What follows belongs to an exercise in optimizing a design on an open flow for small area; a production flow would make more cautious choices. In this exercise RTL edits were held to simulation tests only and were not proved equivalent to the original. Power and IR drop assume default switching activity.

== job 4445 ==
Design cpu_top, start of the top module:
module cpu_top (
    input  logic                clk,
    input  logic                rst_n,
    output logic                fetch_req,
    output cpu_pkg::pc_t        fetch_addr,
    input  logic                fetch_valid,
    input  cpu_pkg::instr_t     fetch_instr,
    output logic                mem_rd_req,
    output logic                mem_wr_req,
    output cpu_pkg::data_addr_t mem_addr,
    output cpu_pkg::word_t      mem_wdata,
    input  logic                mem_rvalid,
    input  cpu_pkg::word_t      mem_rdata,
    input  logic                mem_wack,
    output logic                retire,
    output logic                halted
);
    localparam logic [2:0] S_CLR  = 3'd0;    
    localparam logic [2:0] S_F    = 3'd1;    
    localparam logic [2:0] S_FW   = 3'd2;    
    localparam logic [2:0] S_E1   = 3'd3;    
    localparam logic [2:0] S_E2   = 3'd4;    
    localparam logic [2:0] S_W    = 3'd5;    
    localparam logic [2:0] S_LW   = 3'd6;    
    localparam logic [2:0] S_HALT = 3'd7;
    logic [3:0] ph;
    logic [2:0] state;
    logic [2:0] state_next;
    logic       dpend;        
    logic       ir_ok;        
    logic       ir_rdy;       
    logic [15:0] ir;
    logic ph0, ph15;
    assign ph0  = (ph == 4'd0);
    assign ph15 = (ph == 4'd15);
    always_ff @(posedge clk or negedge rst_n) begin
        if (!rst_n) ph <= 4'd0;
        else        ph <= ph + 4'd1;
    end
    logic is_jmp, is_beq, is_mem, is_load, is_store, is_alu, is_sub, is_mul, is_slt;
    assign is_jmp   = ir[15] && !ir[13];
    assign is_beq   = ir[15] && ir[13];
    assign is_mem   = !ir[15] && ir[14];
    assign is_load  = is_mem && ir[13];
    assign is_store = is_mem && !ir[13];
    assign is_alu   = !ir[15] && !ir[14];
    assign is_sub   = (ir[13] == ir[0]);
    assign is_mul   = ir[13] && !ir[0];
    assign is_slt   = ir[13] && ir[0];
    logic in_clr, in_f, in_fw, in_e1, in_e2, in_w, in_lw, in_halt;
    assign in_clr  = (state == S_CLR);
    assign in_f    = (state == S_F);
    assign in_fw   = (state == S_FW);
  ...
Size in the first run: about 610 cells after synthesis, about 330 flip-flops, roughly 82 I/O pins, ~0.0092 mm2 of cells after synthesis.
Settings: LEC_CHECK=0, CAP_MARGIN=0, CORE_MARGIN=2, CORE_UTILIZATION=70, PLACE_DENSITY=0.9, SLEW_MARGIN=0; clock period 10.0 ns.
standard.sh (not shown) runs the stock make flow with config.mk's settings and CLKGATE_MAP_FILE= SYNTH_SCRIPT=/design/flow/synth_recipe.tcl, a recipe that flattens the netlist after the stock synthesis.
==> flow/flow/run.sh <==
#!/bin/bash
# Standard ORFS layout, with plain buf_1 port buffers and a lighter clock tree
# (small clock buffers, no CTS dummy loads).
set -euo pipefail
export BUFFER_PORTS_ARGS="-buffer_cell sky130_fd_sc_hd__buf_1"
export CTS_ARGS="-sink_clustering_enable -repair_clock_nets -dont_use_dummy_load -buf_list sky130_fd_sc_hd__clkbuf_4 -sink_clustering_size 12 -sink_clustering_max_diameter 35"
bash standard.sh > flow.log 2>&1
diff inputs: job 4445 => job 3700
--- a/flow/flow/run.sh
+++ b/flow/flow/run.sh
@@ -6 +6 @@
-export CTS_ARGS="-sink_clustering_enable -repair_clock_nets -dont_use_dummy_load -buf_list sky130_fd_sc_hd__clkbuf_4 -sink_clustering_size 12 -sink_clustering_max_diameter 35"
+export CTS_ARGS="-sink_clustering_enable -repair_clock_nets -dont_use_dummy_load -buf_list sky130_fd_sc_hd__clkbuf_4 -sink_clustering_size 11 -sink_clustering_max_diameter 40"
--- a/flow/config.mk
+++ b/flow/config.mk
@@ -8 +8 @@
-export CAP_MARGIN = 0
+export CAP_MARGIN = 20
@@ -10,3 +10,3 @@
-export CORE_UTILIZATION = 70
-export PLACE_DENSITY = 0.9
-export SLEW_MARGIN = 0
+export CORE_UTILIZATION = 60
+export PLACE_DENSITY = 0.8
+export SLEW_MARGIN = 20
[summary]
Job 3700 against job 4445: via count decreased by 1.6% relative to the old numbers, fraction of final layout cells sized beyond drive strength 1 closely matched the old numbers, global-route wire length before repair decreased by about 4% relative to the old numbers. For number of levels in the clock H-tree, job 3700 and job 4445 come out practically identical. Looking at job 4445 and job 3700, the design area is a wash. Area growth from synthesis to layout in job 3700 vs job 4445: up 0.26 points. Re TritonCTS buffer count: job 4445 and job 3700 aren't equal, and the higher value belongs to job 3700. Compared with job 4445, job 3700 improves first-iteration DRC count.
Edits applied to the flow inputs when going from job 3700 to job 5196:
--- a/flow/flow/run.sh
+++ b/flow/flow/run.sh
@@ -6 +6 @@
-export CTS_ARGS="-sink_clustering_enable -repair_clock_nets -dont_use_dummy_load -buf_list sky130_fd_sc_hd__clkbuf_4 -sink_clustering_size 11 -sink_clustering_max_diameter 40"
+export CTS_ARGS="-sink_clustering_enable -repair_clock_nets -dont_use_dummy_load -buf_list sky130_fd_sc_hd__clkbuf_4 -sink_clustering_size 13 -sink_clustering_max_diameter 30"
--- a/flow/config.mk
+++ b/flow/config.mk
@@ -10,2 +10,2 @@
-export CORE_UTILIZATION = 60
-export PLACE_DENSITY = 0.8
+export CORE_UTILIZATION = 70
+export PLACE_DENSITY = 0.9
Notes after the runs:
Summary of job 5196 over job 3700: delay of the slowest cell on the worst path went up by 30 ps; max-slew headroom at the worst pin -18 points; worst slack on hold paths fell 30 ps; cell count fell by 16; filler cell count went down by 352. Cmp job 3700 and job 5196 / post-route worst setup slack / higher: job 3700. Against job 3700, job 5196 reports a power that is higher. Against job 3700, job 5196 comes in 97 higher on via count. Between job 3700 and job 5196, the difference in cell-internal power is negligible.
What job 1365 does differently from job 5196 at the input level:
--- a/flow/flow/run.sh
+++ b/flow/flow/run.sh
@@ -6 +6 @@
-export CTS_ARGS="-sink_clustering_enable -repair_clock_nets -dont_use_dummy_load -buf_list sky130_fd_sc_hd__clkbuf_4 -sink_clustering_size 13 -sink_clustering_max_diameter 30"
+export CTS_ARGS="-sink_clustering_enable -repair_clock_nets -dont_use_dummy_load -buf_list sky130_fd_sc_hd__clkbuf_4 -sink_clustering_size 10 -sink_clustering_max_diameter 40"
--- a/flow/config.mk
+++ b/flow/config.mk
@@ -10,2 +10,2 @@
-export CORE_UTILIZATION = 70
-export PLACE_DENSITY = 0.9
+export CORE_UTILIZATION = 60
+export PLACE_DENSITY = 0.8
## What came out
NOTE routed wire length job 5196->job 1365 decreased by a little under 10%
Looking at core region area, job 1365 sits about 19% above job 5196.
Comparing job 1365 and job 5196, area growth from synthesis to layout is lower on job 5196.
On number of hold-slack violations in the final timing report, job 1365 and job 5196 are neck and neck.
Delta(least setup slack across all paths after layout, job 1365 - job 5196) > 0

what the ideal ports hide:
No port has a modelled driver above. Below, the same layouts with a new extraction and two added sets of constraints.
Step 1 sets driving cells, clkbuf_16 on the clock port and buf_2 on the other inputs (assumed; they add their load-dependent delay and slew).
Step 2 moves the port delays by t, midway between the first and last clock arrival at a register: inputs arrive t later, outputs are due t later. That takes back most of the time a late clock gives input paths.
Three values: ideal, step 1, step 2; two values: the first two.
| run | t (ns) | setup slack, ns | worst setup path at the end | clock arrival spread, ns |
|---|---|---|---|---|
| job 4445 | 0.625 | 2.432 / 2.432 / 2.432 | register to register | 0.103 / 0.103 |
| job 3700 | 0.635 | 2.357 / 2.357 / 2.357 | register to register | 0.111 / 0.111 |
| job 5196 | 0.640 | 2.343 / 2.343 / 2.343 | register to register | 0.113 / 0.114 |
| job 1365 | 0.621 | 2.352 / 2.352 / 2.352 | register to register | 0.089 / 0.089 |
After both steps every run listed still meets setup and hold.
